What follows belongs to an exercise in optimizing a design on an open flow for small area and a short achievable clock period; a production flow would make more cautious choices. Function was checked by simulation only, so behaviour that the tests miss may differ from the original. Power is estimated from default activity; no workload was simulated.

**run.sh**
```bash
#!/bin/bash
# synth_recipe.tcl (not shown) runs the flow's synth.tcl, then flattens the netlist and writes it again
# the make line also repeats each setting of config.mk as NAME=value (left out here)
make -C /OpenROAD-flow-scripts/flow DESIGN_CONFIG=/design/flow/config.mk WORK_HOME=/design/flow/orfs CLKGATE_MAP_FILE= SYNTH_SCRIPT=/design/flow/synth_recipe.tcl finish
```
**config.mk**
```make
export PLATFORM = sky130hd
export DESIGN_NAME = wts_sound_core
export DESIGN_NICKNAME = wts_sound_core
export VERILOG_FILES = /design/flow/design.v
export SDC_FILE = /design/flow/constraint.sdc
export NUM_CORES = 4
export LEC_CHECK = 0
export CAP_MARGIN = 20
export CORE_MARGIN = 2
export CORE_UTILIZATION = 40
export SLEW_MARGIN = 20
```
**constraint.sdc**
```tcl
create_clock -name core_clock -period 6.5 [get_ports {clk}]
set_input_delay 1.3000 -clock core_clock [delete_from_list [all_inputs] [get_ports {clk}]]
set_output_delay 1.3000 -clock core_clock [all_outputs]
set_load 0.01 [all_outputs]
```
**design.v**
```verilog
package wts_timing_pkg;
	localparam int NUM_CH    = 5;   
	localparam int NUM_SLOTS = 6;   
	localparam int CPU_SLOT  = 5;   
	localparam int SLOT_W    = 3;   
endpackage
package wts_wave_pkg;
	localparam int SAMPLE_W = 8;               
	localparam int PHASE_W  = 5;               
	localparam int ID_W     = 3;               
	localparam int RAM_AW   = ID_W + PHASE_W;  
	localparam int VOL_W    = 4;    
	localparam int FREQ_W   = 12;   
	localparam int OUT_W    = 12;
	localparam int OUT_MID  = 2048;  
endpackage
`timescale 1ns/1ps
module wts_slot_arbiter (
	input  logic                               clk,
	input  logic                               nreset,
	input  logic [wts_wave_pkg::PHASE_W-1:0]   phase_addr_next,
	input  logic [wts_wave_pkg::RAM_AW-1:0]    cpu_addr_next,
	input  logic                               write_pending,
	output logic [wts_timing_pkg::SLOT_W-1:0]  slot,
	output logic [wts_timing_pkg::SLOT_W-1:0]  slot_next,
	output logic                               cpu_grant,
	output logic [wts_wave_pkg::RAM_AW-1:0]    rd_addr_next,
	output logic                               ram_we,
	output logic                               play_valid,
	output logic [wts_timing_pkg::SLOT_W-1:0]  play_channel
);
	assign slot_next = !nreset ? '0
		: (slot == wts_timing_pkg::SLOT_W'(wts_timing_pkg::NUM_SLOTS - 1)) ? '0
		: slot + 1'b1;
	always_ff @(posedge clk) begin
		slot <= slot_next;
	end
	assign cpu_grant = (slot == wts_timing_pkg::SLOT_W'(wts_timing_pkg::CPU_SLOT));
	assign rd_addr_next = (slot_next == wts_timing_pkg::SLOT_W'(wts_timing_pkg::CPU_SLOT)) ? cpu_addr_next
		: {slot_next[wts_wave_pkg::ID_W-1:0], phase_addr_next};
	assign ram_we = cpu_grant & write_pending;
	always_ff @(posedge clk) begin
		if (!nreset) begin
			play_valid   <= 1'b0;
			play_channel <= '0;
		end else begin
			play_valid   <= ~cpu_grant;
			play_channel <= slot;
		end
	end
endmodule
`timescale 1ns/1ps
module wts_cpu_port (
	input  logic                                clk,
	input  logic                                nreset,
	input  logic [wts_wave_pkg::ID_W-1:0]       sram_id,
	input  logic [wts_wave_pkg::PHASE_W-1:0]    sram_a,
	input  logic [wts_wave_pkg::SAMPLE_W-1:0]   sram_d,
	input  logic                                sram_oe,
	input  logic                                sram_we,
	input  logic                                cpu_grant,
	input  logic [wts_wave_pkg::SAMPLE_W-1:0]   ram_q,
	output logic [wts_wave_pkg::RAM_AW-1:0]     cpu_addr,
	output logic [wts_wave_pkg::RAM_AW-1:0]     cpu_addr_next,
	output logic [wts_wave_pkg::SAMPLE_W-1:0]   cpu_data,
	output logic                                write_pending,
	output logic [wts_wave_pkg::SAMPLE_W-1:0]   sram_q,
	output logic                                sram_q_en
);
	logic                              read_pending;
	logic [wts_wave_pkg::ID_W-1:0]     req_id;
	logic [wts_wave_pkg::PHASE_W-1:0]  req_a;
	logic                              strobe;
	assign strobe = sram_oe | sram_we;
	always_ff @(posedge clk) begin
		if (strobe) begin
			req_id   <= sram_id;
			req_a    <= sram_a;
			cpu_data <= sram_d;
		end
	end
	always_ff @(posedge clk) begin
		if (!nreset) begin
			read_pending  <= 1'b0;
			write_pending <= 1'b0;
		end else if (strobe) begin
			read_pending  <= sram_oe;
			write_pending <= sram_we;
		end else if (cpu_grant) begin
			read_pending  <= 1'b0;
			write_pending <= 1'b0;
		end
	end
	always_ff @(posedge clk) begin
		if (!nreset) begin
			sram_q_en <= 1'b0;
		end else begin
			sram_q_en <= cpu_grant & read_pending;
		end
	end
	assign cpu_addr      = {req_id, req_a};
	assign cpu_addr_next = strobe ? {sram_id, sram_a} : {req_id, req_a};
	assign sram_q   = ram_q;   
endmodule
`timescale 1ns/1ps
module wts_tone_generator (
	input  logic                              clk,
	input  logic                              nreset,
	input  logic [wts_timing_pkg::SLOT_W-1:0] slot,
	input  logic [wts_timing_pkg::SLOT_W-1:0] slot_next,
	input  logic [wts_timing_pkg::NUM_CH-1:0] key_on,
	input  logic [wts_timing_pkg::NUM_CH*wts_wave_pkg::FREQ_W-1:0] reg_frequency_count,   
	output logic [wts_wave_pkg::PHASE_W-1:0]  phase_addr_next
);
	logic [wts_wave_pkg::PHASE_W-1:0] phase [wts_timing_pkg::NUM_CH];
	logic [wts_wave_pkg::FREQ_W-1:0]  count [wts_timing_pkg::NUM_CH];
	logic                             update_en;
	assign update_en = (slot < wts_timing_pkg::SLOT_W'(wts_timing_pkg::NUM_CH));
	always_ff @(posedge clk) begin
		if (!nreset) begin
			for (int i = 0; i < wts_timing_pkg::NUM_CH; i++) begin
				phase[i] <= '0;
				count[i] <= '0;
			end
		end else if (update_en) begin
			if (key_on[slot]) begin
				phase[slot] <= '0;   
				count[slot] <= reg_frequency_count[slot*wts_wave_pkg::FREQ_W +: wts_wave_pkg::FREQ_W];
			end else if (count[slot] == '0) begin
				count[slot] <= reg_frequency_count[slot*wts_wave_pkg::FREQ_W +: wts_wave_pkg::FREQ_W];
				phase[slot] <= phase[slot] + 1'b1;   
			end else begin
				count[slot] <= count[slot] - 1'b1;
			end
		end
	end
	assign phase_addr_next = (nreset && slot_next < wts_timing_pkg::SLOT_W'(wts_timing_pkg::NUM_CH))
		? phase[slot_next] : '0;
endmodule
`timescale 1ns/1ps
module wts_wave_ram (
	input  logic                              clk,
	input  logic [wts_wave_pkg::RAM_AW-1:0]   rd_addr_next,   
	input  logic                              ram_we,         
	input  logic [wts_wave_pkg::RAM_AW-1:0]   wr_addr,
	input  logic [wts_wave_pkg::SAMPLE_W-1:0] ram_wdata,
	output logic [wts_wave_pkg::SAMPLE_W-1:0] ram_q
);
	localparam int AW        = wts_wave_pkg::RAM_AW;
	localparam int DW        = wts_wave_pkg::SAMPLE_W;
	localparam int DEPTH     = 2**AW;
	localparam int PORT_STEP = 6;   
	logic [DEPTH*DW-1:0] ring;      
	logic [AW-1:0]       rot;       
	logic [AW-1:0]       rd_pos;    
	logic                rd_fwd;    
	logic [AW-1:0]       wb_pos;    
	logic [DW-1:0]       wb_data;
	logic                wb_valid;
	logic                wb_commit;
	logic [AW-1:0]       rd_pos_next;
	function automatic logic is_port(input logic [AW-1:0] pos);
		is_port = (pos % PORT_STEP) == 0;
	endfunction
	assign wb_commit = wb_valid && is_port(wb_pos);
	always_ff @(posedge clk) begin
		for (int i = 0; i < DEPTH; i++) begin
			if (is_port(AW'(i)) && wb_commit && wb_pos == AW'(i)) begin
				ring[i*DW +: DW] <= wb_data;
			end else begin
				ring[i*DW +: DW] <= ring[((i + 1) % DEPTH)*DW +: DW];
			end
		end
	end
	assign rd_pos_next = rd_addr_next - rot - 1'b1;
	always_ff @(posedge clk) begin
		rot <= rot + 1'b1;
		if (ram_we) begin
			wb_pos   <= wr_addr - rot - 2'd2;
			wb_data  <= ram_wdata;
			wb_valid <= 1'b1;
			rd_fwd   <= (wr_addr == rd_addr_next);
		end else begin
			wb_pos   <= wb_pos - 1'b1;
			wb_valid <= wb_valid && !wb_commit;
			rd_fwd   <= wb_valid && !wb_commit && (wb_pos == rd_pos_next);
		end
		rd_pos <= rd_pos_next;
	end
	always_ff @(posedge clk) begin
		ram_q <= rd_fwd ? wb_data : ring[rd_pos*DW +: DW];
	end
endmodule
`timescale 1ns/1ps
module wts_channel_mixer (
	input  logic                              clk,
	input  logic                              nreset,
	input  logic                              play_valid,
	input  logic [wts_timing_pkg::SLOT_W-1:0] play_channel,
	input  logic [wts_wave_pkg::SAMPLE_W-1:0] ram_q,
	input  logic [wts_timing_pkg::NUM_CH*wts_wave_pkg::VOL_W-1:0] reg_volume,   
	input  logic [wts_timing_pkg::NUM_CH*2-1:0] reg_enable,   
	output logic [wts_wave_pkg::OUT_W-1:0]    left_out,
	output logic [wts_wave_pkg::OUT_W-1:0]    right_out
);
	localparam int PROD_W = wts_wave_pkg::SAMPLE_W + wts_wave_pkg::VOL_W + 1;
	logic                            mix_valid;   
	logic [wts_wave_pkg::SAMPLE_W-1:0] mix_q;
	logic [wts_wave_pkg::VOL_W-1:0]  mix_vol;
	logic [1:0]                      mix_en;
	logic signed [PROD_W-1:0]        product;
	logic signed [PROD_W-1:0]        contrib;
	logic [wts_wave_pkg::OUT_W-1:0]  left_add;
	logic [wts_wave_pkg::OUT_W-1:0]  right_add;
	logic [wts_wave_pkg::OUT_W-1:0]  left_sum;
	logic [wts_wave_pkg::OUT_W-1:0]  right_sum;
	logic [wts_wave_pkg::OUT_W-1:0]  left_total;
	logic [wts_wave_pkg::OUT_W-1:0]  right_total;
	always_ff @(posedge clk) begin
		mix_valid <= nreset & play_valid;
		mix_q     <= ram_q;
		mix_vol   <= reg_volume[play_channel*wts_wave_pkg::VOL_W +: wts_wave_pkg::VOL_W];
		mix_en    <= reg_enable[play_channel*2 +: 2];
	end
	assign product = $signed(mix_q) * $signed({1'b0, mix_vol});
	assign contrib = product >>> wts_wave_pkg::VOL_W;   
	assign left_add  = (mix_valid & mix_en[1]) ? contrib[wts_wave_pkg::OUT_W-1:0] : '0;
	assign right_add = (mix_valid & mix_en[0]) ? contrib[wts_wave_pkg::OUT_W-1:0] : '0;
	assign left_total  = left_sum + left_add;
	assign right_total = right_sum + right_add;
	always_ff @(posedge clk) begin
		if (!nreset) begin
			left_sum  <= '0;
			right_sum <= '0;
			left_out  <= wts_wave_pkg::OUT_W'(wts_wave_pkg::OUT_MID);
			right_out <= wts_wave_pkg::OUT_W'(wts_wave_pkg::OUT_MID);
		end else if (play_valid) begin
			left_sum  <= left_total;
			right_sum <= right_total;
		end else begin
			left_out  <= left_total + wts_wave_pkg::OUT_W'(wts_wave_pkg::OUT_MID);
			right_out <= right_total + wts_wave_pkg::OUT_W'(wts_wave_pkg::OUT_MID);
			left_sum  <= '0;
			right_sum <= '0;
		end
	end
endmodule
`timescale 1ns/1ps
module wts_sound_core (
	input  logic                                clk,
	input  logic                                nreset,
	input  logic [wts_timing_pkg::NUM_CH-1:0]   key_on,
	input  logic [wts_timing_pkg::NUM_CH*wts_wave_pkg::FREQ_W-1:0] reg_frequency_count,   
	input  logic [wts_timing_pkg::NUM_CH*wts_wave_pkg::VOL_W-1:0]  reg_volume,            
	input  logic [wts_timing_pkg::NUM_CH*2-1:0]                    reg_enable,            
	input  logic [wts_wave_pkg::ID_W-1:0]       sram_id,
	input  logic [wts_wave_pkg::PHASE_W-1:0]    sram_a,
	input  logic [wts_wave_pkg::SAMPLE_W-1:0]   sram_d,
	input  logic                                sram_oe,
	input  logic                                sram_we,
	output logic [wts_wave_pkg::SAMPLE_W-1:0]   sram_q,
	output logic                                sram_q_en,
	output logic [wts_wave_pkg::OUT_W-1:0]      left_out,
	output logic [wts_wave_pkg::OUT_W-1:0]      right_out
);
	logic [wts_timing_pkg::SLOT_W-1:0]  slot;
	logic [wts_timing_pkg::SLOT_W-1:0]  slot_next;
	logic [wts_wave_pkg::RAM_AW-1:0]    rd_addr_next;
	logic [wts_wave_pkg::RAM_AW-1:0]    cpu_addr_next;
	logic                               cpu_grant;
	logic                               ram_we;
	logic [wts_wave_pkg::SAMPLE_W-1:0]  ram_q;
	logic                               play_valid;
	logic [wts_timing_pkg::SLOT_W-1:0]  play_channel;
	logic [wts_wave_pkg::PHASE_W-1:0]   phase_addr_next;
	logic [wts_wave_pkg::RAM_AW-1:0]    cpu_addr;
	logic [wts_wave_pkg::SAMPLE_W-1:0]  cpu_data;
	logic                               write_pending;
	wts_slot_arbiter u_slot_arbiter (
		.clk           (clk),
		.nreset        (nreset),
		.phase_addr_next (phase_addr_next),
		.cpu_addr_next (cpu_addr_next),
		.write_pending (write_pending),
		.slot          (slot),
		.slot_next     (slot_next),
		.cpu_grant     (cpu_grant),
		.rd_addr_next  (rd_addr_next),
		.ram_we        (ram_we),
		.play_valid    (play_valid),
		.play_channel  (play_channel)
	);
	wts_cpu_port u_cpu_port (
		.clk           (clk),
		.nreset        (nreset),
		.sram_id       (sram_id),
		.sram_a        (sram_a),
		.sram_d        (sram_d),
		.sram_oe       (sram_oe),
		.sram_we       (sram_we),
		.cpu_grant     (cpu_grant),
		.ram_q         (ram_q),
		.cpu_addr      (cpu_addr),
		.cpu_addr_next (cpu_addr_next),
		.cpu_data      (cpu_data),
		.write_pending (write_pending),
		.sram_q        (sram_q),
		.sram_q_en     (sram_q_en)
	);
	wts_tone_generator u_tone_generator (
		.clk                 (clk),
		.nreset              (nreset),
		.slot                (slot),
		.slot_next           (slot_next),
		.key_on              (key_on),
		.reg_frequency_count (reg_frequency_count),
		.phase_addr_next     (phase_addr_next)
	);
	wts_wave_ram u_wave_ram (
		.clk       (clk),
		.ram_we    (ram_we),
		.rd_addr_next (rd_addr_next),
		.wr_addr   (cpu_addr),
		.ram_wdata (cpu_data),
		.ram_q     (ram_q)
	);
	wts_channel_mixer u_channel_mixer (
		.clk          (clk),
		.nreset       (nreset),
		.play_valid   (play_valid),
		.play_channel (play_channel),
		.ram_q        (ram_q),
		.reg_volume   (reg_volume),
		.reg_enable   (reg_enable),
		.left_out     (left_out),
		.right_out    (right_out)
	);
endmodule
```
==> flow_metrics.env <==
export IMPL_status="timing/DRC/antenna clean"
export IMPL_drv_slew=0
export IMPL_clock_path_buffers=3
export IMPL_fin_tns_setup_ns=0
export IMPL_critPathCaptureType="flop"
export IMPL_final_cell_mix="dfxtp_1, mux4_2, mux2_2"
export IMPL_dr_pass1_iters=5
export IMPL_netlist_instances=5054
export IMPL_max_vdd_ir_drop_mv=0.293
export IMPL_drive_above_1_share_pct=26.1
export IMPL_detail_route_antenna_nets=0
export IMPL_setup_violations_final=0
export IMPL_synth_top_flop_cell="dfxtp_1"
export IMPL_hold_viol_final=0
export IMPL_grt_max_degree=73
export IMPL_rows=159
export IMPL_finalWeightedCongestion=0.828
export IMPL_dieArea_um2=192000
export IMPL_worstMarginPinSlew_ns=1.16
export IMPL_worstSetupStartpointType="flop"
export IMPL_critPathKind="reg2reg"
export IMPL_cap_violations=0
export IMPL_hold_path_class="reg2reg"
export IMPL_ys_seq_area_share_pct=63.4
export IMPL_core_area_um2=188000
export IMPL_htreeDepth=4
export IMPL_clock_root_buffer="clkbuf_16"
export IMPL_dr_total_vias=42000
export IMPL_grt_pass1_vias=44000
export IMPL_slew_headroom_pct=22.5
export IMPL_syn_area_per_cell_um2=15.0
export IMPL_final_common_cell="dfxtp_1"
export IMPL_rsz0062_at_grt="false"
export IMPL_cts_sinks=2315
export IMPL_worstHoldStart="u_wave_ram.ring[161]$_DFF_P_"
export IMPL_cts_tree="done"
export IMPL_fin_crit_ns=5.81
export IMPL_crit_path_max_fanout=8
export IMPL_io_pins=148
export IMPL_n_antenna_cell=0
export IMPL_nets=5491
export IMPL_groute_usage_overall_pct=19.0
export IMPL_critical_path_buf_inv_count=3
export IMPL_grt_pass1_wl_um=279000
export IMPL_arrival_ns=6.55
export IMPL_slowest_delay_ns=0.62
export IMPL_p_leak_nw=33.1
export IMPL_fin_crit_sh_pct=89.4
export IMPL_r2r_start="u_channel_mixer.mix_vol[3]$_DFF_P_"
export IMPL_initial_core_util_pct=40.3
export IMPL_cts_hold_buf=0
export IMPL_path_clk_slew_ns=0.06
export IMPL_wirelength_um=184000
export IMPL_cts_resized=0
export IMPL_hpwl_um=117000
export IMPL_fmax_mhz=172
export IMPL_cpMaxStageDelayCell="o41ai_1"
export IMPL_netlist_area_um2=75600
export IMPL_final_util_pct=46.8
export IMPL_viasPerCell=5.28
export IMPL_synth_edf_count=160
export IMPL_antenna_found_initial=5
export IMPL_critPathLaunch="u_channel_mixer.mix_vol[3]$_DFF_P_"
export IMPL_cts_buffers=218
export IMPL_path_cells="and2_1 > ha_1 > inv_1 > fa_1 > fa_1 > inv_1 > ha_1 > nand4_1 > o211ai_1 > o41ai_1 > o21ai_0 > xnor2_1 > nor2_1 > ha_1 > a21oi_1 > nor2_1 > nor2_1 > inv_1 > or3_1 > and4b_1 > a211oi_1"
export IMPL_die_h_um=439
export IMPL_die_w_um=439
export IMPL_synth_seq_cells=2315
export IMPL_area_growth_pct=16.4
export IMPL_fin_skew_ns=0.0306
export IMPL_yosysUniqueCellTypes=79
export IMPL_async_flop_share_pct=0
export IMPL_fillers=16400
export IMPL_drc=0
export IMPL_critical_path_top_delay_family="adder cells"
export IMPL_insertion_delay_ns=0.84
export IMPL_yosys_warnings=5
export IMPL_drt_iter0_drc=2828
export IMPL_worst_ep_required_time_ns=7.24
export IMPL_port_buffers=147
export IMPL_powerDensity_nw_per_um2=341
export IMPL_post_drt_wl_per_cell_um=23.1
export IMPL_post_cts_buffers=0
export IMPL_grt_ovfl_total=0
sequential cells by signal (all words and copies together) (netlist names), 2 cells and up:
signal / flops
u_tone_generator.phase: 40
u_wave_ram.wb_pos: 8
u_channel_mixer.right_out: 12
u_channel_mixer.mix_vol: 4
u_tone_generator.count: 96
u_wave_ram.rot: 8
u_wave_ram.rd_pos: 8
u_cpu_port.req_a: 5
u_slot_arbiter.slot: 3
u_cpu_port.cpu_data: 8
u_cpu_port.req_id: 3
u_channel_mixer.left_sum: 12
u_channel_mixer.mix_q: 8
u_wave_ram.wb_data: 8
u_wave_ram.ram_q: 8
u_channel_mixer.left_out: 12
u_slot_arbiter.play_channel: 3
u_channel_mixer.mix_en: 2
u_channel_mixer.right_sum: 12
u_wave_ram.ring: 2048
routing by layer:
layer	track usage [%]	wire length, µm
met1	26.2	83300
met3	2.76	7510
met2	31.4	89100
met4	5.20	4020
met5	0	0
synthesized netlist by cell type, types with 4 or more instances:
cell type | number | area share (%)
nor2_1 | 239 | 1.2
and2_1 | 31 | 0.26
edfxtp_1 | 160 | 6.4
a221oi_1 | 103 | 1.2
buf_1 | 82 | 0.41
nor2b_1 | 21 | 0.17
a21oi_1 | 101 | 0.67
a211oi_1 | 5 | 0.050
clkbuf_1 | 189 | 0.94
mux2i_1 | 52 | 0.69
mux4_2 | 543 | 16
o21bai_2 | 10 | 0.15
xor2_1 | 33 | 0.38
xnor2_1 | 44 | 0.51
and4_1 | 5 | 0.058
a21o_1 | 14 | 0.14
o22ai_1 | 59 | 0.49
nor3_1 | 38 | 0.25
o21ai_0 | 66 | 0.44
nand2_1 | 118 | 0.59
o21ai_1 | 10 | 0.066
nand3b_1 | 8 | 0.079
o21bai_1 | 5 | 0.050
o311ai_0 | 4 | 0.046
buf_2 | 17 | 0.11
nor4_1 | 7 | 0.058
o21ai_2 | 31 | 0.36
and3_1 | 6 | 0.050
inv_1 | 123 | 0.61
a22o_1 | 99 | 1.1
o21a_1 | 10 | 0.099
or2_2 | 6 | 0.050
nand3_1 | 34 | 0.23
dfxtp_1 | 2155 | 57
a22oi_1 | 66 | 0.66
o31ai_1 | 7 | 0.070
nand2b_1 | 15 | 0.12
mux2_2 | 355 | 5.3
fa_1 | 20 | 0.53
nand4_1 | 10 | 0.083
ha_1 | 71 | 1.2
o211ai_1 | 16 | 0.16
nor3b_1 | 5 | 0.050
cell type report:
type / instances / area (µm²) / area share [%]
clock buffers: 320 / 6470 / 7.36
clock inverters: 80 / 1110 / 1.26
inverters: 126 / 473 / 0.538
multi-input cells: 2371 / 26300 / 29.9
flip-flops and latches: 2315 / 48000 / 54.5
well taps: 2495 / 3120 / 3.55
repair buffers: 253 / 2530 / 2.88
logic make-up (layout without fill, tap and decap cells):
kind of cell,after synthesis,after routing,synth area share (%)
flops,2315,2315,63.4
mux,950,950,22.2
compound gates,642,642,6.25
simple gates,560,560,3.44
buf+inv,418,779,2.13
fa+ha+maj,91,91,1.70
xor+xnor,77,77,0.892
other cells,1,51,0.00496
power by group:
part           leakage (nW)  internal, mW  switching, mW
sequential             19.0          14.5          0.214
combinational          10.4         0.844           1.29
clock                  3.72          7.68           5.48
path summary, 6_finish.rpt:
path	endpoint	slack [ns]	cells past startpoint
max	u_channel_mixer.right_out[11]$_SDFFE_PN1N_	0.69	21
min	u_wave_ram.ring[153]$_DFF_P_	0.33	0
max reg2reg	u_channel_mixer.right_out[11]$_SDFFE_PN1N_	0.69	21
min reg2reg	u_wave_ram.ring[153]$_DFF_P_	0.33	0
metrics by stage:
step	area, µm²	hold slack [ns]	std cells	worst slack (ns)	power [mW]
floorplan	75800	0.326	5104	1.42	16.4
global placement	80400	0.326	7560	0.832	17.2
detailed placement	80400	0.331	7560	0.762	17.2
CTS	88000	0.322	7960	0.675	30.3
global route	88000	0.334	7960	0.433	31.1
finish	88000	0.334	7960	0.691	30.0

[re-timing with driven ports]
No port has a modelled driver above. Below, the same layout with a new extraction and two added sets of constraints.
Step 1 sets driving cells, clkbuf_16 on the clock port and buf_2 on the other inputs (assumed; they add their load-dependent delay and slew).
Step 2, shift: input delay + t, output delay - t, t = (earliest + latest rising clock arrival at the registers) / 2. This alone moves slack from input paths to output paths.
Slacks: no drivers / after step 1 / after step 2; pairs: no drivers / after step 1.
shift t [ns]: 0.907
setup WS [ns]: 0.691 / 0.691 / 0.691
cell pins on the clock port's net: 1
After both steps this run still meets setup and hold. The setup slack of this run moves by 0.000 ns with the drivers and by 0.000 ns with both steps.
